This is an optimization exercise on Yosys and OpenROAD, whose aim is a short achievable clock period and few clock cycles per item, not a production implementation. The RTL was checked by simulation tests, not by an equivalence proof against the original design. Power and IR drop assume default switching activity.

### flow/config.mk
export PLATFORM = sky130hd
export DESIGN_NAME = pipelineCpu
export DESIGN_NICKNAME = pipelineCpu
export VERILOG_FILES = /design/flow/design.v
export SDC_FILE = /design/flow/constraint.sdc
export NUM_CORES = 4
export LEC_CHECK = 0
export CAP_MARGIN = 20
export CORE_MARGIN = 2
export CORE_UTILIZATION = 40
export SETUP_SLACK_MARGIN = 3.8
export SLEW_MARGIN = 20
### flow/constraint.sdc
create_clock -name core_clock -period 6.2 [get_ports {CLK}]
set_input_delay 1.2400 -clock core_clock [delete_from_list [all_inputs] [get_ports {CLK}]]
set_output_delay 1.2400 -clock core_clock [all_outputs]
set_load 0.01 [all_outputs]
### flow/design.v
package cpuPkg;
	localparam int dataWidth = 16;
	localparam int regCount = 8;
	localparam int regIdxWidth = $clog2(regCount);
	typedef logic [dataWidth-1:0] wordT;
	typedef logic [regIdxWidth-1:0] regIdxT;
	localparam int opcodeMsb = 15;
	localparam int opcodeLsb = 11;
	localparam int opcodeWidth = opcodeMsb - opcodeLsb + 1;
	localparam int rxMsb = 10;
	localparam int rxLsb = 8;
	localparam int ryMsb = 7;
	localparam int ryLsb = 5;
	localparam int rzMsb = 4;
	localparam int rzLsb = 2;
	localparam int imm8Width = 8;
	localparam int imm5Width = 5;
	localparam int imm11Width = 11;
	typedef enum logic [opcodeWidth-1:0] {
		opNop   = 5'd0,
		opAddu  = 5'd1,
		opSubu  = 5'd2,
		opAnd   = 5'd3,
		opOr    = 5'd4,
		opSlt   = 5'd5,
		opAddiu = 5'd6,
		opLi    = 5'd7,
		opLw    = 5'd8,
		opSw    = 5'd9,
		opBeqz  = 5'd10,
		opBnez  = 5'd11,
		opB     = 5'd12,
		opJr    = 5'd13
	} opcodeT;
	localparam wordT nopWord = '0;
endpackage
module ksAdd16 (
	input  logic [15:0] a,
	input  logic [15:0] b,
	input  logic        ci,
	output logic [15:0] y
);
	logic [15:0] p0;
	logic [15:0] g0;
	logic [15:0] p1;
	logic [15:0] g1;
	logic [15:0] p2;
	logic [15:0] g2;
	logic [15:0] p3;
	logic [15:0] g3;
	logic [15:0] g4;
	logic [15:0] c;
	assign p0 = a ^ b;
	assign g0 = (a & b) | {15'd0, p0[0] & ci};
	always_comb
	begin
		for (int i = 0; i < 16; i++)
		begin
			if (i >= 1)
			begin
				g1[i] = g0[i] | (p0[i] & g0[i-1]);
				p1[i] = p0[i] & p0[i-1];
			end
			else
			begin
				g1[i] = g0[i];
				p1[i] = p0[i];
			end
		end
		for (int i = 0; i < 16; i++)
		begin
			if (i >= 2)
			begin
				g2[i] = g1[i] | (p1[i] & g1[i-2]);
				p2[i] = p1[i] & p1[i-2];
			end
			else
			begin
				g2[i] = g1[i];
				p2[i] = p1[i];
			end
		end
		for (int i = 0; i < 16; i++)
		begin
			if (i >= 4)
			begin
				g3[i] = g2[i] | (p2[i] & g2[i-4]);
				p3[i] = p2[i] & p2[i-4];
			end
			else
			begin
				g3[i] = g2[i];
				p3[i] = p2[i];
			end
		end
		for (int i = 0; i < 16; i++)
		begin
			if (i >= 8)
				g4[i] = g3[i] | (p3[i] & g3[i-8]);
			else
				g4[i] = g3[i];
		end
	end
	assign c = {g4[14:0], ci};
	assign y = p0 ^ c;
endmodule
module pipelineCpu (
	input  logic           CLK,
	input  logic           RST,
	output cpuPkg::wordT   imemAddr,
	input  cpuPkg::wordT   imemData,
	output cpuPkg::wordT   dmemAddr,
	output cpuPkg::wordT   dmemWData,
	output logic           dmemRead,
	output logic           dmemWrite,
	input  cpuPkg::wordT   dmemRData,
	output logic           wbValid,
	output cpuPkg::regIdxT wbReg,
	output cpuPkg::wordT   wbData
);
	logic [15:0] pc;
	logic [2:0]  liReg;
	logic [7:0]  liImm;
	logic [1:0]  bpCtr [16];
	logic        fdValid;
	logic [15:0] fdInstr;
	logic [15:0] fdPcInc;
	logic [7:0]  fdJrTarget;
	logic        fdPredT;
	logic [3:0]  fdBpIdx;
	logic [15:0] fdRxVal;
	logic [15:0] fdRyVal;
	logic        fdRxZero;
	logic        fdPUseRx;
	logic        fdPUseRy;
	logic        fdPRegWrite;
	logic [2:0]  fdPDest;
	logic        fdPIsLi;
	logic        fdPCondNz;
	logic        fdPBnez;
	logic        fdPIsAddiu;
	logic [15:0] fdNegImm;
	logic        deRegWrite;
	logic        deIsLoad;
	logic        deIsStore;
	logic        deIsCond;
	logic        deBpUpd;
	logic        deIsJr;
	logic        deOpAdd;
	logic        deOpSub;
	logic        deOpAnd;
	logic        deOpOr;
	logic        deOpSlt;
	logic        deFwdAEm;
	logic        deFwdAMw;
	logic        deFwdBEm;
	logic        deFwdBMw;
	logic        deFwdSEm;
	logic        deFwdSMw;
	logic        deBeqz;
	logic        deBwd;
	logic        dePredT;
	logic [3:0]  deBpIdx;
	logic [15:0] deAVal;
	logic [15:0] deBVal;
	logic [15:0] deSVal;
	logic [2:0]  deDest;
	logic [15:0] deTarget;
	logic [15:0] deAltPc;
	logic        emRegWrite;
	logic        emIsLoad;
	logic        emIsStore;
	logic [15:0] emResult;
	logic [15:0] emAddr;
	logic        emSelLoad;
	logic [15:0] emStoreData;
	logic [2:0]  emDest;
	logic        mwRegWrite;
	logic [15:0] mwResult;
	logic [2:0]  mwDest;
	logic [15:0] mwOutData;
	logic [2:0]  mwOutDest;
	logic [15:0] regs [8];
	logic [7:0]  regZero;
	logic        mwZero;
	logic        deAZero;
	logic        deAEqT;
	logic        deIsAddImm;
	logic        deIsLi;
	logic        deJrEqEm;
	logic        deJrEqMw;
	logic        deAEqNeg;
	logic        exResZero;
	logic        stall;
	logic        redirect;
	logic [15:0] redirPc;
	logic        dRedirect;
	logic [15:0] dRedirPc;
	logic [4:0]  fOp;
	logic        fIsB;
	logic        fIsCond;
	logic        fIsJr;
	logic        fIsLi;
	logic        fJrHit;
	logic        fFlip;
	logic        fPredT;
	logic [15:0] pcInc;
	logic [15:0] fTarget8;
	logic [15:0] fTarget11;
	logic [15:0] fTarget;
	logic [15:0] nextPc;
	assign imemAddr = pc;
	assign pcInc = pc + 16'd1;
	assign fOp = imemData[15:11];
	assign fIsB = fOp == 5'd12;
	assign fIsCond = fOp == 5'd10 || fOp == 5'd11;
	assign fIsJr = fOp == 5'd13;
	assign fIsLi = fOp == 5'd7;
	assign fJrHit = fIsJr && imemData[10:8] == liReg;
	assign fFlip = bpCtr[pc[3:0]][1];
	logic [8:0]  lo8;
	logic [11:0] lo11;
	logic [7:0]  hi8Up;
	logic [7:0]  hi8Down;
	logic [4:0]  hi5Up;
	logic [4:0]  hi5Down;
	logic [7:0]  hi8;
	logic [4:0]  hi5;
	logic        takePred;
	logic [15:0] basePc;
	assign hi8Up = pc[15:8] + 8'd1;
	assign hi8Down = pc[15:8] - 8'd1;
	assign hi5Up = pc[15:11] + 5'd1;
	assign hi5Down = pc[15:11] - 5'd1;
	assign lo8 = {1'b0, pc[7:0]} + {1'b0, imemData[7:0]} + 9'd1;
	assign lo11 = {1'b0, pc[10:0]} + {1'b0, imemData[10:0]} + 12'd1;
	always_comb
	begin
		case ({lo8[8], imemData[7]})
			2'b10:   hi8 = hi8Up;
			2'b01:   hi8 = hi8Down;
			default: hi8 = pc[15:8];
		endcase
		case ({lo11[11], imemData[10]})
			2'b10:   hi5 = hi5Up;
			2'b01:   hi5 = hi5Down;
			default: hi5 = pc[15:11];
		endcase
	end
	assign fTarget8 = {hi8, lo8[7:0]};
	assign fTarget11 = {hi5, lo11[10:0]};
	assign fTarget = fIsB ? fTarget11 : (fIsJr ? {8'h00, liImm} : fTarget8);
	assign basePc = redirect ? redirPc : (dRedirect ? dRedirPc : (stall ? pc : pcInc));
	assign takePred = fPredT && !redirect && !dRedirect && !stall;
	assign nextPc = takePred ? fTarget : basePc;
	always_ff @(posedge CLK or negedge RST)
	begin
		if (!RST)
		begin
			pc <= '0;
			liReg <= '0;
			liImm <= '0;
			fdValid <= 1'b0;
		end
		else
		begin
			pc <= nextPc;
			if (fIsLi)
			begin
				liReg <= imemData[10:8];
				liImm <= imemData[7:0];
			end
			if (redirect || dRedirect)
				fdValid <= 1'b0;
			else if (!stall)
				fdValid <= 1'b1;
		end
	end
	logic [2:0]  fRx;
	logic [2:0]  fRy;
	assign fRx = imemData[10:8];
	assign fRy = imemData[7:5];
	logic        pRegOp;
	assign pRegOp = fOp >= 5'd1 && fOp <= 5'd5;
	always_ff @(posedge CLK)
	begin
		if (stall)
		begin
			fdRxVal <= dRxVal;
			fdRyVal <= dRyVal;
			fdRxZero <= dRxZero;
		end
		else
		begin
			fdRxVal <= (mwRegWrite && mwDest == fRx) ? mwResult : regs[fRx];
			fdRyVal <= (mwRegWrite && mwDest == fRy) ? mwResult : regs[fRy];
			fdRxZero <= (mwRegWrite && mwDest == fRx) ? mwZero : regZero[fRx];
		end
	end
	always_ff @(posedge CLK)
	begin
		if (!stall)
		begin
			fdInstr <= imemData;
			fdPUseRx <= pRegOp || fOp == 5'd6 || fOp == 5'd8 || fOp == 5'd9 || fOp == 5'd10 ||
				fOp == 5'd11 || fOp == 5'd13;
			fdPUseRy <= pRegOp || fOp == 5'd9;
			fdPRegWrite <= pRegOp || fOp == 5'd6 || fOp == 5'd7 || fOp == 5'd8;
			fdPDest <= pRegOp ? imemData[4:2] : (fOp == 5'd8 ? imemData[7:5] : imemData[10:8]);
			fdPIsLi <= fOp == 5'd7;
			fdPCondNz <= fIsCond && imemData[7:0] != 8'd0;
			fdPBnez <= fOp == 5'd11;
			fdPIsAddiu <= fOp == 5'd6;
			fdNegImm <= -{{8{imemData[7]}}, imemData[7:0]};
			fdPcInc <= pcInc;
			fdJrTarget <= liImm;
			fdPredT <= fPredT;
			fdBpIdx <= pc[3:0];
		end
	end
	logic [4:0]  dOp;
	logic [2:0]  dRx;
	logic [2:0]  dRy;
	logic [2:0]  dRz;
	logic        dRegOp;
	logic        dSrcImm;
	logic        dIsLi;
	logic        dUseRx;
	logic        dUseRy;
	logic        dRegWrite;
	logic [2:0]  dDest;
	logic [15:0] dImm;
	logic [15:0] dRxVal;
	logic [15:0] dRyVal;
	logic        dRxEm;
	logic        dRxMw;
	logic        dRyEm;
	logic        dRyMw;
	assign dOp = fdValid ? fdInstr[15:11] : 5'd0;
	assign dRx = fdInstr[10:8];
	assign dRy = fdInstr[7:5];
	assign dRz = fdInstr[4:2];
	assign dRegOp = dOp >= 5'd1 && dOp <= 5'd5;
	assign dSrcImm = dOp == 5'd6 || dOp == 5'd7 || dOp == 5'd8 || dOp == 5'd9;
	assign dIsLi = fdValid && fdPIsLi;
	assign dUseRx = fdValid && fdPUseRx;
	assign dUseRy = fdValid && fdPUseRy;
	assign dRegWrite = fdValid && fdPRegWrite;
	assign dDest = fdPDest;
	always_comb
	begin
		case (dOp)
			5'd6:       dImm = {{8{fdInstr[7]}}, fdInstr[7:0]};
			5'd7:       dImm = {8'h00, fdInstr[7:0]};
			default:    dImm = {{11{fdInstr[4]}}, fdInstr[4:0]};
		endcase
	end
	assign dRxVal = (mwRegWrite && mwDest == dRx) ? mwResult : fdRxVal;
	assign dRyVal = (mwRegWrite && mwDest == dRy) ? mwResult : fdRyVal;
	assign dRxEm = deRegWrite && deDest == dRx;
	assign dRxMw = !dRxEm && emRegWrite && emDest == dRx;
	assign dRyEm = deRegWrite && deDest == dRy;
	assign dRyMw = !dRyEm && emRegWrite && emDest == dRy;
	logic [15:0] dTarget;
	logic [15:0] dOffset;
	assign dOffset = (fdInstr[15:11] == 5'd12) ? {{5{fdInstr[10]}}, fdInstr[10:0]} :
		{{8{fdInstr[7]}}, fdInstr[7:0]};
	assign dTarget = (fdInstr[15:11] == 5'd13) ? {8'h00, fdJrTarget} : fdPcInc + dOffset;
	logic        dIsCondNz;
	logic        dEmHit;
	logic        dCanResolve;
	logic        dZero;
	logic        dActualT;
	assign dIsCondNz = fdValid && fdPCondNz;
	assign dEmHit = emRegWrite && emDest == dRx;
	assign dCanResolve = dIsCondNz &&
		(dRxEm ? (deIsAddImm && !deFwdAEm && !deFwdAMw) : !(dEmHit && emSelLoad));
	logic        emZero;
	logic        dRxZero;
	assign emZero = emResult == 16'd0;
	assign dRxZero = (mwRegWrite && mwDest == dRx) ? mwZero : fdRxZero;
	assign dZero = dRxEm ? exResZero : (dEmHit ? emZero : dRxZero);
	assign dActualT = fdPBnez ? !dZero : dZero;
	assign dRedirect = dCanResolve && (dActualT != fdPredT) && !redirect;
	assign dRedirPc = fdPredT ? fdPcInc : dTarget;
	logic        dResKnown;
	logic        dResZero;
	logic        fOnD;
	assign dResKnown = dIsLi || (fdValid && fdPIsAddiu && !dRxEm && !dRxMw);
	assign dResZero = fdPIsLi ? (fdInstr[7:0] == 8'd0) : (dRxVal == fdNegImm);
	assign fOnD = dResKnown && fdPDest == imemData[10:8];
	assign fPredT = fIsB || fJrHit ||
		(fIsCond && (fOnD ? (imemData[11] ^ dResZero) : (imemData[7] ^ fFlip)));
	assign stall = deIsLoad && ((dUseRx && dRx == deDest) || (dUseRy && dRy == deDest));
	always_ff @(posedge CLK or negedge RST)
	begin
		if (!RST)
		begin
			deRegWrite <= 1'b0;
			deIsLoad <= 1'b0;
			deIsStore <= 1'b0;
			deIsCond <= 1'b0;
			deIsJr <= 1'b0;
			deOpAdd <= 1'b0;
			deOpSub <= 1'b0;
			deOpAnd <= 1'b0;
			deOpOr <= 1'b0;
			deOpSlt <= 1'b0;
			deBpUpd <= 1'b0;
			deIsAddImm <= 1'b0;
			deIsLi <= 1'b0;
		end
		else if (redirect || stall)
		begin
			deRegWrite <= 1'b0;
			deIsLoad <= 1'b0;
			deIsStore <= 1'b0;
			deIsCond <= 1'b0;
			deIsJr <= 1'b0;
			deOpAdd <= 1'b0;
			deOpSub <= 1'b0;
			deOpAnd <= 1'b0;
			deOpOr <= 1'b0;
			deOpSlt <= 1'b0;
			deBpUpd <= 1'b0;
			deIsAddImm <= 1'b0;
			deIsLi <= 1'b0;
		end
		else
		begin
			deIsAddImm <= dOp == 5'd6 || dOp == 5'd7;
			deIsLi <= dIsLi;
			deRegWrite <= dRegWrite;
			deIsLoad <= dOp == 5'd8;
			deIsStore <= dOp == 5'd9;
			deIsCond <= dIsCondNz && !dCanResolve;
			deBpUpd <= dIsCondNz;
			deIsJr <= dOp == 5'd13;
			deOpAdd <= dOp == 5'd1 || dSrcImm;
			deOpSub <= dOp == 5'd2;
			deOpAnd <= dOp == 5'd3;
			deOpOr <= dOp == 5'd4;
			deOpSlt <= dOp == 5'd5;
		end
	end
	always_ff @(posedge CLK)
	begin
		deFwdAEm <= dRxEm && !dIsLi;
		deFwdAMw <= dRxMw && !dIsLi;
		deAVal <= (dRxEm || dRxMw || dIsLi) ? 16'd0 : dRxVal;
		deAZero <= dRxZero;
		deAEqT <= dRxVal == {8'h00, fdJrTarget};
		deJrEqEm <= deIsLi && deBVal == {8'h00, fdJrTarget};
		deJrEqMw <= emResult == {8'h00, fdJrTarget};
		deAEqNeg <= dIsLi ? (dImm == 16'd0) : (dRxVal == -dImm);
		deFwdBEm <= dRyEm && !dSrcImm;
		deFwdBMw <= dRyMw && !dSrcImm;
		deBVal <= dSrcImm ? dImm : ((dRyEm || dRyMw) ? 16'd0 : dRyVal);
		deFwdSEm <= dRyEm;
		deFwdSMw <= dRyMw;
		deSVal <= (dRyEm || dRyMw) ? 16'd0 : dRyVal;
		deBeqz <= fdInstr[11] == 1'b0;
		deBwd <= fdInstr[7];
		dePredT <= fdPredT;
		deBpIdx <= fdBpIdx;
		deDest <= dDest;
		deTarget <= dTarget;
		deAltPc <= fdPredT ? fdPcInc : dTarget;
	end
	logic [15:0] opA;
	logic [15:0] opB;
	logic [15:0] storeVal;
	logic [15:0] sum;
	logic [15:0] diff;
	logic        lt;
	logic [15:0] aluResult;
	logic        aZero;
	logic        actualT;
	logic        mispCond;
	logic        mispJr;
	assign opA = ({16{deFwdAEm}} & emResult) | ({16{deFwdAMw}} & mwResult) | deAVal;
	assign opB = ({16{deFwdBEm}} & emResult) | ({16{deFwdBMw}} & mwResult) | deBVal;
	assign storeVal = ({16{deFwdSEm}} & emResult) | ({16{deFwdSMw}} & mwResult) | deSVal;
	ksAdd16 sumAdd (.a(opA), .b(opB), .ci(1'b0), .y(sum));
	ksAdd16 diffAdd (.a(opA), .b(~opB), .ci(1'b1), .y(diff));
	assign lt = (opA[15] != opB[15]) ? opA[15] : diff[15];
	assign aluResult = ({16{deOpAdd}} & sum) | ({16{deOpSub}} & diff) |
		({16{deOpAnd}} & (opA & opB)) | ({16{deOpOr}} & (opA | opB)) |
		{15'd0, deOpSlt & lt};
	logic        jrOk;
	assign aZero = deFwdAEm ? emZero : (deFwdAMw ? mwZero : deAZero);
	assign jrOk = deFwdAEm ? deJrEqEm : (deFwdAMw ? deJrEqMw : deAEqT);
	assign actualT = deBeqz ? aZero : !aZero;
	assign mispCond = deIsCond && (actualT != dePredT);
	assign mispJr = deIsJr && (!dePredT || !jrOk);
	assign exResZero = deAEqNeg;
	assign redirect = mispCond || mispJr;
	assign redirPc = deIsJr ? opA : deAltPc;
	logic        bpUpd;
	logic        bpWrong;
	logic [3:0]  bpIdx;
	always_ff @(posedge CLK or negedge RST)
	begin
		if (!RST)
			bpUpd <= 1'b0;
		else
			bpUpd <= deBpUpd;
	end
	always_ff @(posedge CLK)
	begin
		bpWrong <= actualT != deBwd;
		bpIdx <= deBpIdx;
	end
	always_ff @(posedge CLK or negedge RST)
	begin
		if (!RST)
		begin
			for (int i = 0; i < 16; i++)
				bpCtr[i] <= 2'd0;
		end
		else if (bpUpd)
		begin
			if (bpWrong)
			begin
				if (bpCtr[bpIdx] != 2'd3)
					bpCtr[bpIdx] <= bpCtr[bpIdx] + 2'd1;
			end
			else if (bpCtr[bpIdx] != 2'd0)
				bpCtr[bpIdx] <= bpCtr[bpIdx] - 2'd1;
		end
	end
	always_ff @(posedge CLK or negedge RST)
	begin
		if (!RST)
		begin
			emRegWrite <= 1'b0;
			emIsLoad <= 1'b0;
			emIsStore <= 1'b0;
		end
		else
		begin
			emRegWrite <= deRegWrite;
			emIsLoad <= deIsLoad;
			emIsStore <= deIsStore;
		end
	end
	always_ff @(posedge CLK)
	begin
		emResult <= aluResult;
		emAddr <= sum;
		emSelLoad <= deIsLoad;
		emStoreData <= storeVal;
		emDest <= deDest;
	end
	assign dmemAddr = emAddr;
	assign dmemWData = emStoreData;
	assign dmemRead = emIsLoad;
	assign dmemWrite = emIsStore;
	always_ff @(posedge CLK or negedge RST)
	begin
		if (!RST)
			mwRegWrite <= 1'b0;
		else
			mwRegWrite <= emRegWrite;
	end
	always_ff @(posedge CLK)
	begin
		mwResult <= emSelLoad ? dmemRData : emResult;
		mwZero <= (emSelLoad ? dmemRData : emResult) == 16'd0;
		mwDest <= emDest;
		if (emRegWrite)
		begin
			mwOutData <= emSelLoad ? dmemRData : emResult;
			mwOutDest <= emDest;
		end
	end
	assign wbValid = mwRegWrite;
	assign wbReg = mwOutDest;
	assign wbData = mwOutData;
	always_ff @(posedge CLK or negedge RST)
	begin
		if (!RST)
		begin
			for (int i = 0; i < 8; i++)
				regs[i] <= '0;
		end
		else if (mwRegWrite)
			regs[mwDest] <= mwResult;
	end
	always_ff @(posedge CLK or negedge RST)
	begin
		if (!RST)
			regZero <= 8'hff;
		else if (mwRegWrite)
			regZero[mwDest] <= mwZero;
	end
endmodule
### flow/flow/run.sh
#!/bin/bash
# Standard layout, except that the combinational logic of the standard synthesis is
# mapped again by ABC with a delay-driven script before floorplanning. The standard
# synthesis's registers (cells and instance names) are kept as they are.
set -euo pipefail
W=$(pwd)
F=$W/flow
R=$W/orfs/results/$FLOW_PLATFORM/pipelineCpu/base
LIB=$FLOW_HOME/platforms/$FLOW_PLATFORM/lib/sky130_fd_sc_hd__tt_025C_1v80.lib
YOSYS=$(command -v yosys || true)
if [[ -z "$YOSYS" ]]; then YOSYS=$FLOW_HOME/../tools/install/yosys/bin/yosys; fi

# 1. the standard synthesis
bash standard.sh synth > $W/log_1_synth.txt 2>&1
cp $R/1_2_yosys.v $W/standard_synth.v

# 2. map the combinational logic again; registers stay as instances
SEQ=$(tr '\n' ' ' < $F/seqcells.txt)
DU=$(cat $F/dontuse.txt $F/resyn_avoid.txt | sed "s/^/-dont_use /" | tr "\n" " ")
printf 'set_driving_cell sky130_fd_sc_hd__buf_1\nset_load 5\n' > $W/resyn.constr
cat > $W/resyn.ys <<EOY
read_liberty -ignore_miss_func $LIB
setattr -mod -set keep_hierarchy 1 $SEQ
read_verilog $W/standard_synth.v
hierarchy -top $FLOW_TOP
flatten
opt_clean -purge
abc -script $F/resyn.abc -liberty $LIB $DU -constr $W/resyn.constr
opt_clean -purge
hilomap -singleton -hicell sky130_fd_sc_hd__conb_1 HI -locell sky130_fd_sc_hd__conb_1 LO
insbuf -buf sky130_fd_sc_hd__buf_4 A X
rename -hide w:*.*
opt_clean -purge
select $FLOW_TOP
write_verilog -noattr -nohex -nodec -selected $W/resyn.v
EOY
$YOSYS -l $W/log_2_resynth.txt -q $W/resyn.ys > /dev/null 2>&1

# the registers must be the standard synthesis's, instance for instance
regs() { grep -E '^ *sky130_fd_sc_hd__[a-z0-9_]+ ' "$1" | awk '{print $1, $2}' | grep -F -w -f $F/seqcells.txt | sort; }
if ! diff <(regs $W/standard_synth.v) <(regs $W/resyn.v) > $W/log_regdiff.txt; then
  echo "registers differ after remapping" >&2
  exit 1
fi
cp $W/resyn.v $R/1_2_yosys.v
touch $R/1_2_yosys.v

# 3. the rest of the standard layout
bash standard.sh > $W/log_3_layout.txt 2>&1
test -f $W/out/final.def
### flow/flow/dontuse.txt
sky130_fd_sc_hd__lpflow_bleeder_1
sky130_fd_sc_hd__lpflow_clkbufkapwr_1
sky130_fd_sc_hd__lpflow_clkbufkapwr_16
sky130_fd_sc_hd__lpflow_clkbufkapwr_2
sky130_fd_sc_hd__lpflow_clkbufkapwr_4
sky130_fd_sc_hd__lpflow_clkbufkapwr_8
sky130_fd_sc_hd__lpflow_clkinvkapwr_1
sky130_fd_sc_hd__lpflow_clkinvkapwr_16
sky130_fd_sc_hd__lpflow_clkinvkapwr_2
sky130_fd_sc_hd__lpflow_clkinvkapwr_4
sky130_fd_sc_hd__lpflow_clkinvkapwr_8
sky130_fd_sc_hd__lpflow_decapkapwr_12
sky130_fd_sc_hd__lpflow_decapkapwr_3
sky130_fd_sc_hd__lpflow_decapkapwr_4
sky130_fd_sc_hd__lpflow_decapkapwr_6
sky130_fd_sc_hd__lpflow_decapkapwr_8
sky130_fd_sc_hd__lpflow_inputiso0n_1
sky130_fd_sc_hd__lpflow_inputiso0p_1
sky130_fd_sc_hd__lpflow_inputiso1n_1
sky130_fd_sc_hd__lpflow_inputiso1p_1
sky130_fd_sc_hd__lpflow_inputisolatch_1
sky130_fd_sc_hd__lpflow_isobufsrc_1
sky130_fd_sc_hd__lpflow_isobufsrc_16
sky130_fd_sc_hd__lpflow_isobufsrc_2
sky130_fd_sc_hd__lpflow_isobufsrc_4
sky130_fd_sc_hd__lpflow_isobufsrc_8
sky130_fd_sc_hd__lpflow_isobufsrckapwr_16
sky130_fd_sc_hd__lpflow_lsbuf_lh_hl_isowell_tap_1
sky130_fd_sc_hd__lpflow_lsbuf_lh_hl_isowell_tap_2
sky130_fd_sc_hd__lpflow_lsbuf_lh_hl_isowell_tap_4
sky130_fd_sc_hd__lpflow_lsbuf_lh_isowell_4
sky130_fd_sc_hd__lpflow_lsbuf_lh_isowell_tap_1
sky130_fd_sc_hd__lpflow_lsbuf_lh_isowell_tap_2
sky130_fd_sc_hd__lpflow_lsbuf_lh_isowell_tap_4
sky130_fd_sc_hd__probe_p_8
sky130_fd_sc_hd__probec_p_8
### flow/flow/resyn.abc
strash
dch
map -D 1000
buffer -c
topo
upsize -c
dnsize -c
### flow/flow/resyn_avoid.txt
sky130_fd_sc_hd__dlygate4sd1_1
sky130_fd_sc_hd__dlygate4sd2_1
sky130_fd_sc_hd__dlygate4sd3_1
sky130_fd_sc_hd__dlymetal6s2s_1
sky130_fd_sc_hd__dlymetal6s4s_1
sky130_fd_sc_hd__dlymetal6s6s_1
sky130_fd_sc_hd__clkdlybuf4s15_1
sky130_fd_sc_hd__clkdlybuf4s15_2
sky130_fd_sc_hd__clkdlybuf4s18_1
sky130_fd_sc_hd__clkdlybuf4s18_2
sky130_fd_sc_hd__clkdlybuf4s25_1
sky130_fd_sc_hd__clkdlybuf4s25_2
sky130_fd_sc_hd__clkdlybuf4s50_1
sky130_fd_sc_hd__clkdlybuf4s50_2
### flow/flow/seqcells.txt
sky130_fd_sc_hd__dfbbn_1
sky130_fd_sc_hd__dfbbn_2
sky130_fd_sc_hd__dfbbp_1
sky130_fd_sc_hd__dfrbp_1
sky130_fd_sc_hd__dfrbp_2
sky130_fd_sc_hd__dfrtn_1
sky130_fd_sc_hd__dfrtp_1
sky130_fd_sc_hd__dfrtp_2
sky130_fd_sc_hd__dfrtp_4
sky130_fd_sc_hd__dfsbp_1
sky130_fd_sc_hd__dfsbp_2
sky130_fd_sc_hd__dfstp_1
sky130_fd_sc_hd__dfstp_2
sky130_fd_sc_hd__dfstp_4
sky130_fd_sc_hd__dfxbp_1
sky130_fd_sc_hd__dfxbp_2
sky130_fd_sc_hd__dfxtp_1
sky130_fd_sc_hd__dfxtp_2
sky130_fd_sc_hd__dfxtp_4
sky130_fd_sc_hd__dlclkp_1
sky130_fd_sc_hd__dlclkp_2
sky130_fd_sc_hd__dlclkp_4
sky130_fd_sc_hd__dlrbn_1
sky130_fd_sc_hd__dlrbn_2
sky130_fd_sc_hd__dlrbp_1
sky130_fd_sc_hd__dlrbp_2
sky130_fd_sc_hd__dlrtn_1
sky130_fd_sc_hd__dlrtn_2
sky130_fd_sc_hd__dlrtn_4
sky130_fd_sc_hd__dlrtp_1
sky130_fd_sc_hd__dlrtp_2
sky130_fd_sc_hd__dlrtp_4
sky130_fd_sc_hd__dlxbn_1
sky130_fd_sc_hd__dlxbn_2
sky130_fd_sc_hd__dlxbp_1
sky130_fd_sc_hd__dlxtn_1
sky130_fd_sc_hd__dlxtn_2
sky130_fd_sc_hd__dlxtn_4
sky130_fd_sc_hd__dlxtp_1
sky130_fd_sc_hd__edfxbp_1
sky130_fd_sc_hd__edfxtp_1
sky130_fd_sc_hd__lpflow_inputisolatch_1
sky130_fd_sc_hd__sdfbbn_1
sky130_fd_sc_hd__sdfbbn_2
sky130_fd_sc_hd__sdfbbp_1
sky130_fd_sc_hd__sdfrbp_1
sky130_fd_sc_hd__sdfrbp_2
sky130_fd_sc_hd__sdfrtn_1
sky130_fd_sc_hd__sdfrtp_1
sky130_fd_sc_hd__sdfrtp_2
sky130_fd_sc_hd__sdfrtp_4
sky130_fd_sc_hd__sdfsbp_1
sky130_fd_sc_hd__sdfsbp_2
sky130_fd_sc_hd__sdfstp_1
sky130_fd_sc_hd__sdfstp_2
sky130_fd_sc_hd__sdfstp_4
sky130_fd_sc_hd__sdfxbp_1
sky130_fd_sc_hd__sdfxbp_2
sky130_fd_sc_hd__sdfxtp_1
sky130_fd_sc_hd__sdfxtp_2
sky130_fd_sc_hd__sdfxtp_4
sky130_fd_sc_hd__sdlclkp_1
sky130_fd_sc_hd__sdlclkp_2
sky130_fd_sc_hd__sdlclkp_4
sky130_fd_sc_hd__sedfxbp_1
sky130_fd_sc_hd__sedfxbp_2
sky130_fd_sc_hd__sedfxtp_1
sky130_fd_sc_hd__sedfxtp_2
sky130_fd_sc_hd__sedfxtp_4
### flow/standard.sh
#!/bin/bash
# synth_recipe.tcl (not shown) runs the flow's synth.tcl, then flattens the netlist and writes it again
# the make line also repeats each setting of config.mk as NAME=value (left out here)
make -C /OpenROAD-flow-scripts/flow DESIGN_CONFIG=/design/flow/config.mk WORK_HOME=/design/flow/orfs CLKGATE_MAP_FILE= SYNTH_SCRIPT=/design/flow/synth_recipe.tcl "${@:-finish}"
==> results of run 1 <==
-- worst paths after layout --
path | cells after the start | startpoint | to | slack [ns]
max | 15 | fdInstr[10] | pc[12] | 3.29
min | 0 | deBpIdx[2] | bpIdx[2] | 0.32
max reg2reg | 15 | fdInstr[10] | pc[12] | 3.29
min reg2reg | 0 | deBpIdx[2] | bpIdx[2] | 0.32
max in group asynchronous | 2 | RST | pc[0] | 4.31
min in group asynchronous | 1 | RST | regs[4][15] | 0.68
-- cell usage in the layout (no fill, tap or decap), types with 32 or more instances in the layout --
master,instances
buf_6,80
inv_1,313
a21oi_1,195
a22oi_1,59
o21ai_2,32
o211ai_1,33
clkbuf_16,57
o21ai_1,48
nor2_1,297
o21ai_0,281
buf_2,60
nand2_1,444
dfrtp_1,189
o22ai_1,52
edfxtp_1,89
buf_4,264
nand3_1,92
dfxtp_1,157
nor2_4,50
nand2_2,46
nand4_1,51
xor2_1,64
nor3_1,42
-- area by class of cell --
| type | instances | area, um2 |
|---|---|---|
| clock buffer | 77 | 1572 |
| clock inverter | 29 | 285.3 |
| fill | 5830 | 29530 |
| inverter | 381 | 1607 |
| multi-input combinational | 2239 | 14280 |
| sequential | 498 | 12090 |
| tap | 855 | 1070 |
| timing repair buffer | 462 | 4144 |
| timing repair inverter | 1 | 6.256 |
-- report_power, final --
group	total (mW)	switching [mW]	internal (mW)
Clock	3.40	1.45	1.95
Combinational	5.94	3.71	2.24
Sequential	5.19	0.888	4.30
Total	14.5	6.04	8.48
-- registers in the layout, summed over array words and instances (netlist names), 4 cells and up --
signal       flops
bpCtr           32
bpIdx            4
deAVal          16
deAltPc         16
deBVal          16
deBpIdx          4
deSVal          16
emAddr          16
emResult        16
emStoreData     16
fdBpIdx          4
fdInstr         16
fdJrTarget       8
fdNegImm        15
fdPcInc         16
fdRxVal         16
fdRyVal         16
liImm            8
mwOutData       16
mwResult        16
pc              16
regZero          8
regs           128
-- per-stage QoR --
stage | instance area [um2] | instances | util [%]
final | 35050 | 4542 | 54.27
after global routing | 35050 | 4542 | 54.27
after CTS | 33080 | 4440 | 51.22
after detailed placement | 28080 | 4100 | 43.48
after global placement | 28080 | 4100 | 43.48
after floorplan | 26630 | 3274 | -
-- per-layer routing --
layer / vias to the layer above / routed length, um
li1: 12080 / -
met1: 12910 / 45260
met2: 1632 / 48550
met3: 357 / 12220
met4: 6 / 6163
met5: - / 40
-- critical path, stage by stage, from the launching register on --
cell,delay (ns)
edfxtp_1,0.42
buf_6,0.18
inv_8,0.08
nor2_4,0.04
o21bai_4,0.18
buf_4,0.18
nand3_4,0.12
nand2_1,0.13
o211ai_2,0.10
nand3_1,0.12
a21oi_2,0.20
nand4_4,0.16
nand4_4,0.18
nand3_4,0.22
a311oi_1,0.30
o22ai_1,0.14
-- what timing repair did --
action	CTS	global route
setup endpoints to repair	272	160
buffers inserted	222	102
hold buffers	0	0
pin swaps	96	143
gates cloned	12	0
resized for setup	777	292
==> flow_summary.json, run 1 <==
{
  "outcome": "complete, no violations",
  "grt_most_used_layer": "met2",
  "clock.fmax_mhz": 344.1,
  "holdWs_ns": 0.3249,
  "peakVddDrop_mv": 0.2486,
  "cts.clk_slew.worst_paths_ns": 0.06,
  "cp-end-kind": "register",
  "grt_pass1_wl_mm": 162.3,
  "grt-ovfl-total": 0,
  "power_density_nw_per_um2": 414.5,
  "start_util_pct": 40.51,
  "routabilityCongestion": 1.012,
  "via_per_inst": 5.941,
  "cts_num_sinks": 498,
  "area_growth_pct": 33.97,
  "insertion_delay_ns": 0.65,
  "hold_viol": 0,
  "drive_gt1_share_pct": 29.02,
  "use_met3_pct": 7.183,
  "post-place-ws_ns": 1.811,
  "ant_nets": 0,
  "slew_violations": 0,
  "vias": 26990,
  "fin_crit_ns": 2.906,
  "grtUsageTotal_pct": 32.04,
  "min_period_over_period_pct": 46.87,
  "worst_slack_ns": 3.294,
  "ios": 104,
  "rsz0062_at_grt": "true",
  "die_area_um2": 67460,
  "antenna_found_initial": 3,
  "critPathArrivalTime_ns": 3.40,
  "io_buffers": 103,
  "numCtsBuffers": 56,
  "firstDrtPassIters": 6,
  "finalSetupTns_ns": 0,
  "syn_area_per_cell_um2": 7.990,
  "synthCells": 3274,
  "wl_mm": 112.2,
  "place_hpwl_mm": 75.46,
  "grtUsageMet1_pct": 43.54,
  "routedWlPerCell_um": 24.71,
  "cts_tree": "done",
  "num-nets-final": 3673,
  "cp-start-kind": "register",
  "slew_headroom_pct": 33.13,
  "crit_path_max_fanout": 8,
  "fin_skew_ns": 0.02159,
  "clock_tree.root_cell": "clkbuf_16",
  "crit_required_ns": 6.70,
  "die_h_um": 259.7,
  "critPathKind": "reg -> reg",
  "syn-num-nets": 3308,
  "drv_cap": 0,
  "grt_max_degree": 118,
  "worst-slew-pin-transition_ns": 1.001,
  "leakagePower_nw": 14.75,
  "met2_usage_pct": 48.87,
  "h-tree-depth": 2,
  "diodes": 0,
  "grt_pass1_vias": 24990,
  "ctsLongestPathBuffers": 3,
  "hp-class": "reg -> reg",
  "coreArea_um2": 64580,
  "drt_iter0_drc": 3345,
  "rows": 93,
  "post-route-drc-count": 0,
  "synth_area_um2": 26160,
  "fp.dieW_um": 259.7,
  "setup_violations": 0,
  "yosys_warnings": 4,
  "p_total_mw": 14.53
}
Testbench counts, summed over its fixed seeds: cycles 10,451, instrs 10,210.
==> inputs of run 2 (changes only) <==
--- a/flow/design.v
+++ b/flow/design.v
@@ -173,2 +173,3 @@
 	logic [15:0] emResult;
+	logic        emZeroQ;
 	logic [15:0] emAddr;
@@ -178,2 +179,3 @@
 	logic        mwRegWrite;
+	logic        wbValidN;
 	logic [15:0] mwResult;
@@ -211,3 +213,4 @@
 	logic [15:0] nextPc;
-	assign imemAddr = pc;
+	logic [15:0] pcOutN;
+	assign imemAddr = ~pcOutN;
 	assign pcInc = pc + 16'd1;
@@ -260,2 +263,3 @@
 			pc <= '0;
+			pcOutN <= 16'hffff;
 			liReg <= '0;
@@ -267,2 +271,3 @@
 			pc <= nextPc;
+			pcOutN <= ~nextPc;
 			if (fIsLi)
@@ -379,3 +384,3 @@
 	logic        dRxZero;
-	assign emZero = emResult == 16'd0;
+	assign emZero = emZeroQ;
 	assign dRxZero = (mwRegWrite && mwDest == dRx) ? mwZero : fdRxZero;
@@ -454,3 +459,3 @@
 		deJrEqMw <= emResult == {8'h00, fdJrTarget};
-		deAEqNeg <= dIsLi ? (dImm == 16'd0) : (dRxVal == -dImm);
+		deAEqNeg <= dResZero;
 		deFwdBEm <= dRyEm && !dSrcImm;
@@ -491,2 +496,13 @@
 	assign aZero = deFwdAEm ? emZero : (deFwdAMw ? mwZero : deAZero);
+	logic        addZero;
+	logic        subZero;
+	logic        andZero;
+	logic        orZero;
+	logic        resZero;
+	assign addZero = (opA ^ opB) == {opA[14:0] | opB[14:0], 1'b0};
+	assign subZero = opA == opB;
+	assign andZero = (opA & opB) == 16'd0;
+	assign orZero = (opA | opB) == 16'd0;
+	assign resZero = (deOpAdd && addZero) || (deOpSub && subZero) || (deOpAnd && andZero) ||
+		(deOpOr && orZero) || (deOpSlt && !lt);
 	assign jrOk = deFwdAEm ? deJrEqEm : (deFwdAMw ? deJrEqMw : deAEqT);
@@ -549,2 +565,3 @@
 		emResult <= aluResult;
+		emZeroQ <= resZero;
 		emAddr <= sum;
@@ -561,5 +578,11 @@
 		if (!RST)
+		begin
 			mwRegWrite <= 1'b0;
+			wbValidN <= 1'b1;
+		end
 		else
+		begin
 			mwRegWrite <= emRegWrite;
+			wbValidN <= ~emRegWrite;
+		end
 	end
@@ -568,3 +591,3 @@
 		mwResult <= emSelLoad ? dmemRData : emResult;
-		mwZero <= (emSelLoad ? dmemRData : emResult) == 16'd0;
+		mwZero <= emSelLoad ? (dmemRData == 16'd0) : emZeroQ;
 		mwDest <= emDest;
@@ -576,3 +599,3 @@
 	end
-	assign wbValid = mwRegWrite;
+	assign wbValid = ~wbValidN;
 	assign wbReg = mwOutDest;
==> run 2 against run 1 <==
Hold slack got worse by 0.010 ns. Sequential cell count increased by 18. Clock power increased by 2%. Synthesized cell count increased by 5.2%. Critical path type unchanged. Highest routed layer unchanged.
==> flow_summary.json, run 2 <==
{
  "die_area_um2": 69670,
  "leakagePower_nw": 15.01,
  "mostFrequentLayoutCell": "nand2_1",
  "cts_num_sinks": 516,
  "r2r_cells": 14,
  "cp-end-kind": "register",
  "min-delay-start": "deBpIdx[0]",
  "via_per_inst": 5.997,
  "drive_gt1_share_pct": 27.99,
  "grt_pass1_vias": 26770,
  "cts_hold_buf": 0,
  "ctsLongestPathBuffers": 3,
  "outcome": "complete, no violations",
  "routabilityCongestion": 0.9820,
  "numCtsBuffers": 55,
  "slew_violations": 0,
  "fin_crit_ns": 3.020,
  "area_growth_pct": 33.23,
  "worst-slew-pin-transition_ns": 0.9590,
  "hold_depth": 0,
  "worst_slack_ns": 3.180,
  "critPathArrivalTime_ns": 3.58,
  "final_cell_mix": "497 x nand2_1, 344 x o21ai_0, 318 x inv_1",
  "firstDrtPassIters": 6,
  "num-nets-final": 3848,
  "peakVddDrop_mv": 0.2918,
  "cts.clk_slew.worst_paths_ns": 0.06,
  "die_h_um": 264.0,
  "h-tree-depth": 2,
  "post-route-drc-count": 0,
  "largest_reg_flops": 128,
  "rr_startpoint": "fdInstr[10]",
  "rows": 95,
  "fin_skew_ns": 0.02705,
  "finalSetupTns_ns": 0,
  "drt_iter0_drc": 3481,
  "power_density_nw_per_um2": 396.0,
  "coreArea_um2": 67040,
  "cp-start-kind": "register",
  "ios": 104,
  "antenna_found_initial": 5,
  "slew_headroom_pct": 35.92,
  "hp-class": "reg -> reg",
  "clock_tree.root_cell": "clkbuf_16",
  "syn-num-nets": 3479,
  "ant_nets": 0,
  "synth_area_um2": 27030,
  "insertion_delay_ns": 0.64,
  "wl_mm": 113.5,
  "synthCells": 3445,
  "grt-ovfl-total": 0,
  "grt_pass1_wl_mm": 166.7,
  "cts_tree": "done",
  "drv_cap": 0,
  "start_util_pct": 40.32,
  "yosys_warnings": 4,
  "worstSetupStartpoint": "fdInstr[10]",
  "critPathKind": "reg -> reg",
  "crit_path_max_fanout": 10,
  "regMostFlops": "regs",
  "diodes": 0,
  "clock.fmax_mhz": 331.1,
  "io_buffers": 103,
  "post-place-ws_ns": 1.667,
  "place_hpwl_mm": 75.69,
  "routedWlPerCell_um": 23.98,
  "hold_viol": 0,
  "top_regs": "regs (128), bpCtr (32)",
  "p_total_mw": 14.26,
  "fillerInstances": 6245,
  "crit_required_ns": 6.76,
  "rsz0062_at_grt": "true",
  "grtUsageTotal_pct": 31.34,
  "setup_violations": 0,
  "min_period_over_period_pct": 48.71,
  "syn_area_per_cell_um2": 7.846,
  "fp.dieW_um": 264.0,
  "vias": 28380,
  "grt_max_degree": 135
}
run 2: cell count changes in the layout (fill, tap and decap cells not counted), sizes merged, moves of 9 or more:
cell / delta
nand2: +75
o21ai: +40
xor2: -20
a21oi: +17
dfstp: +17
a31oi: +15
inv: +15
nand4: +13
nor3: -9
o211ai: -9
run 2: power by group:
part / switching [mW] / leakage [nW] / internal [mW]
Sequential: 0.816 / 5.55 / 4.38
Clock: 1.45 / 0.914 / 2.00
Combinational: 3.44 / 8.55 / 2.16
Total: 5.71 / 15.0 / 8.55
run 2: per-stage QoR:
stage / util (%) / instances / hold slack [ns] / instance area, um2
final: 53.72 / 4732 / 0.3145 / 36010
after global routing: 53.72 / 4732 / 0.3215 / 36010
after CTS: 50.84 / 4628 / 0.3191 / 34080
after detailed placement: 43.02 / 4291 / 0.3132 / 28840
after global placement: 43.02 / 4291 / 0.3097 / 28840
after floorplan: - / 3445 / 0.3096 / 27330
run 2: repair_timing:
action | in CTS | in global routing
pin swaps | 118 | 125
gates resized for setup | 790 | 279
gates cloned | 14 | 3
endpoints found under the setup margin | 340 | 181
setup buffers | 221 | 101
run 2: path summary, 6_finish.rpt:
| kind | slack (ns) | endpoint |
|---|---|---|
| worst max register to register | 3.18 | pc[8] |
| min in group asynchronous | 0.65 | bpCtr[4][1] |
| worst min-delay path | 0.31 | bpIdx[0] |
| max in group asynchronous | 4.30 | regs[0][11] |
| worst max-delay path | 3.18 | pc[8] |
| worst min register to register | 0.31 | bpIdx[0] |
run 2: final cells by class:
type	instances	area, um2	share of cell area [%]
inverters	402	1712	4.753
repair buffers	458	4043	11.23
repair inverters	4	30.03	0.08339
flip-flops and latches	516	12500	34.72
clock inverters	25	287.8	0.7991
clock buffers	77	1562	4.336
well taps	873	1092	3.033
multi-input cells	2377	14780	41.05
run 2: routing by layer:
layer	vias up	wire (um)	global-route usage [%]
met5	-	9	0
met4	2	6927	16.94
met3	396	11180	5.882
met2	1686	49640	48.26
li1	12690	-	-
met1	13600	45730	41.73
run 2: critical path, cell delays in order, from the launching register on:
cell and delay [ns]:
edfxtp_1 0.53, and2_4 0.27, o21ai_4 0.10, buf_12 0.15
nor2_4 0.25, o221ai_2 0.13, o21ai_1 0.13, nand4_1 0.32
nand3_1 0.18, nand3_2 0.12, o21bai_4 0.19, buf_6 0.17
nand2_8 0.10, o211ai_1 0.15, o21a_1 0.15
Testbench counts of run 2, summed over its fixed seeds: cycles 10,451, instrs 10,210.
==> inputs of run 3 (changes only) <==
--- a/flow/design.v
+++ b/flow/design.v
@@ -140,4 +140,6 @@
 	logic        fdPBnez;
-	logic        fdPIsAddiu;
 	logic [15:0] fdNegImm;
+	logic        fdRxHitE;
+	logic        fdRxHitM;
+	logic        fdRyHitE;
 	logic        deRegWrite;
@@ -223,2 +225,3 @@
 	assign fFlip = bpCtr[pc[3:0]][1];
+	assign fPredT = fIsB || (fIsCond && (imemData[7] ^ fFlip)) || fJrHit;
 	logic [8:0]  lo8;
@@ -317,3 +320,2 @@
 			fdPBnez <= fOp == 5'd11;
-			fdPIsAddiu <= fOp == 5'd6;
 			fdNegImm <= -{{8{imemData[7]}}, imemData[7:0]};
@@ -364,4 +366,4 @@
 	assign dRyVal = (mwRegWrite && mwDest == dRy) ? mwResult : fdRyVal;
-	assign dRxEm = deRegWrite && deDest == dRx;
-	assign dRxMw = !dRxEm && emRegWrite && emDest == dRx;
+	assign dRxEm = fdRxHitE;
+	assign dRxMw = !fdRxHitE && fdRxHitM;
 	assign dRyEm = deRegWrite && deDest == dRy;
@@ -379,3 +381,3 @@
 	assign dIsCondNz = fdValid && fdPCondNz;
-	assign dEmHit = emRegWrite && emDest == dRx;
+	assign dEmHit = fdRxHitM;
 	assign dCanResolve = dIsCondNz &&
@@ -390,11 +392,18 @@
 	assign dRedirPc = fdPredT ? fdPcInc : dTarget;
-	logic        dResKnown;
-	logic        dResZero;
-	logic        fOnD;
-	assign dResKnown = dIsLi || (fdValid && fdPIsAddiu && !dRxEm && !dRxMw);
-	assign dResZero = fdPIsLi ? (fdInstr[7:0] == 8'd0) : (dRxVal == fdNegImm);
-	assign fOnD = dResKnown && fdPDest == imemData[10:8];
-	assign fPredT = fIsB || fJrHit ||
-		(fIsCond && (fOnD ? (imemData[11] ^ dResZero) : (imemData[7] ^ fFlip)));
-	assign stall = deIsLoad && ((dUseRx && dRx == deDest) || (dUseRy && dRy == deDest));
+	assign stall = deIsLoad && ((dUseRx && fdRxHitE) || (dUseRy && fdRyHitE));
+	always_ff @(posedge CLK)
+	begin
+		if (stall)
+		begin
+			fdRxHitE <= 1'b0;
+			fdRyHitE <= 1'b0;
+			fdRxHitM <= fdRxHitE;
+		end
+		else
+		begin
+			fdRxHitE <= dRegWrite && dDest == imemData[10:8];
+			fdRyHitE <= dRegWrite && dDest == imemData[7:5];
+			fdRxHitM <= deRegWrite && deDest == imemData[10:8];
+		end
+	end
 	always_ff @(posedge CLK or negedge RST)
@@ -459,3 +468,3 @@
 		deJrEqMw <= emResult == {8'h00, fdJrTarget};
-		deAEqNeg <= dResZero;
+		deAEqNeg <= fdPIsLi ? (fdInstr[7:0] == 8'd0) : (dRxVal == fdNegImm);
 		deFwdBEm <= dRyEm && !dSrcImm;
==> run 3 against run 2 <==
Sequential cell count increased by 2. Critical path type is now in -> reg. Critical path depth unchanged. Hold slack improved by 0.0067 ns. Largest cell class unchanged. Largest power group unchanged. Wire length decreased by 4.6%. First-iteration DRC count decreased by 3.9%. Still clean. Worst setup slack improved by 0.39 ns. Synthesized area decreased by 2.1%. Power increased by 5.4%.
==> flow_summary.json, run 3 <==
{
  "outcome": "complete, no violations",
  "critPathTopFamily": "compound AO/OA/AOI/OAI gates",
  "setup_violations": 0,
  "leakagePower_nw": 14.84,
  "start_util_pct": 40.32,
  "worst-slew-pin-transition_ns": 0.9889,
  "dpl_cell_area_um2": 28570,
  "h-tree-depth": 2,
  "min_period_over_period_pct": 42.46,
  "drive_gt1_share_pct": 30.51,
  "synth_area_um2": 26460,
  "fin_crit_ns": 2.632,
  "area_growth_pct": 35.28,
  "finalSetupTns_ns": 0,
  "grt_pass1_wl_mm": 157.2,
  "synthCells": 3296,
  "grt_max_degree": 128,
  "die_area_um2": 68230,
  "via_per_inst": 5.899,
  "hold_viol": 0,
  "firstDrtPassIters": 6,
  "final_cell_mix": "431 x nand2_1, 318 x nor2_1, 302 x inv_1",
  "insertion_delay_ns": 0.64,
  "cp_num_buf_inv": 4,
  "slew_headroom_pct": 33.92,
  "ios": 104,
  "die_h_um": 261.2,
  "routedWlPerCell_um": 23.66,
  "grt_pass1_vias": 24810,
  "mostFrequentLayoutCell": "nand2_1",
  "largest_reg_flops": 128,
  "rrSetupSlack_ns": 3.61,
  "hp-class": "reg -> reg",
  "slew_violations": 0,
  "regMostFlops": "regs",
  "crit_path_max_fanout": 5,
  "syn-num-nets": 3330,
  "power_density_nw_per_um2": 419.9,
  "fillerInstances": 5859,
  "min-delay-start": "deBpIdx[1]",
  "antenna_found_initial": 1,
  "holdPathEnd": "bpIdx[1]",
  "max_stage_delay_ns": 0.26,
  "rsz0062_at_grt": "true",
  "crit_required_ns": 6.71,
  "cp-end-kind": "register",
  "r2r_cells": 11,
  "cts.clk_slew.worst_paths_ns": 0.06,
  "cts_num_sinks": 518,
  "cp-start-kind": "input pin",
  "crit_slowest_cell": "a21oi_4",
  "ant_nets": 0,
  "fin_skew_ns": 0.02628,
  "drv_cap": 0,
  "num-nets-final": 3699,
  "hold_depth": 0,
  "ctsLongestPathBuffers": 3,
  "grt-ovfl-total": 0,
  "clock.fmax_mhz": 379.9,
  "post-route-drc-count": 0,
  "critPathArrivalTime_ns": 3.14,
  "rows": 94,
  "final_area_um2": 35800,
  "cts_tree": "done",
  "critPathKind": "in -> reg",
  "coreArea_um2": 65630,
  "path_common_cell": "buf_6",
  "reg2reg_to": "emZeroQ",
  "place_hpwl_mm": 73.27,
  "routabilityCongestion": 0.9760,
  "top_regs": "regs (128), bpCtr (32)",
  "syn_area_per_cell_um2": 8.029,
  "io_buffers": 103,
  "peakVddDrop_mv": 0.2699,
  "yosys_warnings": 4,
  "path_cells": "buf_16 > nand2_8 > a21oi_4 > o31ai_4 > buf_4 > buf_6 > buf_6 > nand4_4 > nor2_4 > nor2_1 > nand4_1 > a31oi_4 > nand3_2 > o2bb2ai_2",
  "vias": 27010,
  "grtUsageTotal_pct": 30.58,
  "cts_hold_buf": 0,
  "drt_iter0_drc": 3345,
  "wl_mm": 108.3,
  "clock_tree.root_cell": "clkbuf_16",
  "rr_startpoint": "deFwdAEm",
  "numCtsBuffers": 57,
  "fp.dieW_um": 261.2
}
==> run 3: worst reg2reg max path, delay by kind of cell (launching register included) <==
| kind | cells | cell delay [ns] |
|---|---|---|
| buf+inv | 3 | 0.44 |
| compound gates | 2 | 0.51 |
| xor+xnor | 1 | 0.30 |
| simple gates | 5 | 0.83 |
| flops | 1 | 0.46 |
==> run 3: cell type report <==
type | instances | area [um2] | share of cell area (%)
Multi-Input combinational cell | 2240 | 14590 | 40.76
Clock inverter | 26 | 214.0 | 0.5976
Antenna cell | 1 | 2.502 | 0.006990
Timing Repair inverter | 2 | 21.27 | 0.05941
Tap cell | 864 | 1081 | 3.020
Inverter | 412 | 1750 | 4.889
Timing Repair Buffer | 434 | 3872 | 10.82
Sequential cell | 518 | 12560 | 35.09
Clock buffer | 82 | 1705 | 4.763
==> run 3: how the worst max path moves through the flow <==
stage	end	slack [ns]	startpoint	cells past startpoint
after detailed placement	fdRyVal[4]	1.63	imemData[7]	11
after global placement	fdRyVal[4]	1.70	imemData[7]	11
final	register	3.57	imemData[7]	14
after floorplan	pc[13]	3.37	imemData[7]	10
after CTS	imemAddr[6]	3.57	pcOutN[6]	2
after global routing	register	3.53	imemData[3]	15
==> run 3: metal layers <==
metal / vias up / global-route usage (%) / share of wire (%)
met2: 1504 / 48.27 / 45
li1: 12210 / - / -
met1: 13020 / 41.50 / 41
met5: - / 0 / 0
met4: 0 / 11.71 / 4.0
met3: 279 / 5.981 / 9.3
==> run 3: what timing repair did <==
action                                  in CTS  in global routing
setup buffers                              155                141
resized for setup                          808                365
gates cloned                                 8                  5
endpoints found under the setup margin     358                178
pin swaps                                   86                141
==> run 3: where the power goes <==
| part | leakage (nW) | total (mW) | internal (mW) | switching (mW) |
|---|---|---|---|---|
| Sequential | 5.51 | 5.43 | 4.48 | 0.954 |
| Combinational | 8.38 | 6.10 | 2.37 | 3.73 |
| Clock | 0.949 | 3.50 | 2.00 | 1.50 |
==> run 3: per-stage QoR <==
stage	power, mW	util, %	hold WS (ns)	instances	setup WS [ns]
after floorplan	8.169	-	0.3096	3296	3.372
after global placement	9.878	43.54	0.3100	4161	1.699
after detailed placement	9.871	43.54	0.3121	4161	1.634
after CTS	14.09	50.68	0.3261	4432	3.572
after global routing	15.73	54.55	0.3287	4578	3.530
final	15.03	54.55	0.3212	4579	3.568
Testbench counts of run 3, summed over its fixed seeds: cycles 10,564, instrs 10,210.
==> inputs of run 4 (changes only) <==
--- a/flow/design.v
+++ b/flow/design.v
@@ -215,4 +215,4 @@
 	logic [15:0] nextPc;
-	logic [15:0] pcOutN;
-	assign imemAddr = ~pcOutN;
+	logic [15:0] pcOut;
+	assign imemAddr = pcOut;
 	assign pcInc = pc + 16'd1;
@@ -266,3 +266,3 @@
 			pc <= '0;
-			pcOutN <= 16'hffff;
+			pcOut <= '0;
 			liReg <= '0;
@@ -273,4 +273,5 @@
 		begin
-			pc <= nextPc;
-			pcOutN <= ~nextPc;
+			if (redirect || !stall)
+				pc <= nextPc;
+			pcOut <= nextPc;
 			if (fIsLi)
==> run 4 against run 3 <==
Still clean. Clock skew down 0.0044 ns. Non-clock buffer count up 37. Register-to-register slack worse by 0.11 ns. Largest cell class unchanged.
==> flow_summary.json, run 4 <==
{
  "outcome": "complete, no violations",
  "routabilityCongestion": 0.9820,
  "post-route-drc-count": 0,
  "syn-num-nets": 3267,
  "ant_nets": 0,
  "drt_iter0_drc": 3273,
  "wl_mm": 109.8,
  "grt_pass1_vias": 24580,
  "num-nets-final": 3681,
  "cp-end-kind": "register",
  "p_total_mw": 15.46,
  "power_density_nw_per_um2": 434.8,
  "vias": 26720,
  "worst-slew-pin-transition_ns": 1.021,
  "drv_cap": 0,
  "final_util_pct": 55.05,
  "firstDrtPassIters": 6,
  "regMostFlops": "regs",
  "ios": 104,
  "io_buffers": 103,
  "via_per_inst": 5.868,
  "die_area_um2": 67500,
  "rows": 93,
  "grt_pass1_wl_mm": 159.1,
  "critPathKind": "in -> reg",
  "mostFrequentLayoutCell": "nand2_1",
  "fin_skew_ns": 0.02189,
  "largest_reg_flops": 128,
  "syn_area_per_cell_um2": 8.096,
  "cp-start-kind": "input pin",
  "rsz0062_at_grt": "true",
  "fillerInstances": 5823,
  "antenna_found_initial": 1,
  "finalNonFillerCells": 4553,
  "area_growth_pct": 35.82,
  "cts_hold_buf": 0,
  "grt_max_degree": 119,
  "cts.clk_slew.worst_paths_ns": 0.06,
  "min_period_over_period_pct": 44.39,
  "place_hpwl_mm": 73.50,
  "leakagePower_nw": 14.91,
  "h-tree-depth": 2,
  "start_util_pct": 40.53,
  "clock.fmax_mhz": 363.3,
  "crit_path_max_fanout": 5,
  "crit_required_ns": 6.71,
  "ctsLongestPathBuffers": 3,
  "grt-ovfl-total": 0,
  "final_cell_mix": "429 x nand2_1, 315 x nor2_1, 290 x buf_4",
  "clock_tree.root_cell": "clkbuf_16",
  "yosys_warnings": 4,
  "post-place-ws_ns": 1.690,
  "multi_input_area_um2": 14200,
  "drive_gt1_share_pct": 31.36,
  "finalSetupTns_ns": 0,
  "hold_viol": 0,
  "critPathArrivalTime_ns": 3.26,
  "hp-class": "reg -> reg",
  "synth_area_um2": 26170,
  "setup_violations": 0,
  "post-place-cells": 4091,
  "peakVddDrop_mv": 0.2453,
  "routedWlPerCell_um": 24.12,
  "numCtsBuffers": 57,
  "cts_num_sinks": 518,
  "grtUsageTotal_pct": 31.12,
  "cts_tree": "done",
  "coreArea_um2": 64580,
  "insertion_delay_ns": 0.64,
  "fp.dieW_um": 259.8,
  "regArea_um2": 12510,
  "die_h_um": 259.8,
  "worst_slack_ns": 3.448,
  "slew_violations": 0,
  "top_regs": "regs (128), bpCtr (32)",
  "slew_headroom_pct": 31.78,
  "synthCells": 3233,
  "fin_crit_ns": 2.752
}
[run 4: cell types whose count changed in the layout (fill, tap and decap cells not counted), sizes merged, moves of 12 or more]
cell / previous run / this run
o211ai: 52 / 39
dfstp: 25 / 9
a211oi: 13 / 25
nand2: 512 / 525
buf: 410 / 449
a31oi: 33 / 20
inv: 390 / 365
nand3: 132 / 112
dfrtp: 206 / 222
[run 4: timing repair]
item                                    in CTS  in global routing
hold endpoints to repair                     0                  0
pin swaps                                  118                141
gates resized for setup                    783                342
endpoints found under the setup margin     260                177
cloned                                      12                  3
buffers inserted                           212                125
[run 4: layer usage]
metal / vias to the layer above / routed length [um] / track usage, %
met3: 342 / 9859 / 5.536
met4: 0 / 6288 / 14.94
li1: 12050 / - / -
met2: 1576 / 47920 / 46.89
met1: 12750 / 45740 / 43.16
met5: - / 0 / 0
[run 4: power by group]
part	internal [mW]	switching [mW]	leakage (nW)
clock	2.16	1.53	0.988
sequential	4.47	0.988	5.50
combinational	2.48	3.83	8.43
[run 4: worst paths after layout]
check                            start          end  slack [ns]  depth (start not counted)
min reg2reg                 deBpIdx[2]     bpIdx[2]        0.32                          0
min                         deBpIdx[2]     bpIdx[2]        0.32                          0
min in group asynchronous          RST  regs[0][12]        0.74                          1
max in group asynchronous          RST        pc[8]        4.21                          2
max                        imemData[1]    pcOut[13]        3.45                         14
max reg2reg                      pc[1]    pcOut[13]        3.50                         14
[run 4: worst max-delay path: stages]
cell,delay (ns)
buf_6,0.10
nand2_4,0.06
a21oi_4,0.19
nand4_4,0.15
nand3_4,0.17
buf_4,0.17
nand4_4,0.10
o21ai_4,0.24
buf_4,0.15
buf_4,0.10
a32oi_2,0.06
o21ai_1,0.20
nand3_1,0.14
and2_1,0.18
[run 4: area by class of cell]
cell class | instances | area share, %
multi-input combinational | 2211 | 39.95
timing repair inverter | 3 | 0.05983
clock inverter | 26 | 0.8940
antenna | 2 | 0.01408
clock buffer | 82 | 4.773
sequential | 518 | 35.20
timing repair buffer | 471 | 11.49
tap | 855 | 3.009
inverter | 385 | 4.614
[run 4: through the flow]
stage          hold slack, ns  instance area, um2
2_1_floorplan          0.3096               26700
4_1_cts                0.3270               33390
3_5_place_dp           0.3150               28360
5_1_grt                0.3341               35550
6_report               0.3216               35550
3_3_place_gp           0.3102               28360
Testbench counts of run 4, summed over its fixed seeds: cycles 10,564, instrs 10,210.

-- port drivers added, routing unchanged --
How much do the figures lean on ideal ports? The routed layouts below were timed once more, with nothing changed but the port constraints.
Step 1: set_driving_cell puts a clkbuf_16 on CLK and a buf_2 on each other input, an assumption about the parent block.
Step 2, shift: input delay + t, output delay - t, t = (earliest + latest rising clock arrival at the registers) / 2. This alone moves slack from input paths to output paths.
Three values: no drivers, after step 1, after step 2; two values: the first two.
run | t (ns) | setup WS [ns] | pins driven straight from the clock port
run 1 | 0.701 | 3.294 / 3.294 / 2.673 | 1
run 2 | 0.688 | 3.180 / 3.180 / 2.620 | 1
run 3 | 0.691 | 3.568 / 3.444 / 2.753 | 1
run 4 | 0.689 | 3.448 / 3.473 / 2.784 | 1
After both steps setup and hold are still met in every run listed. The setup slack of run 3, which loses most, moves by -0.124 ns with the drivers and by -0.815 ns with both steps.
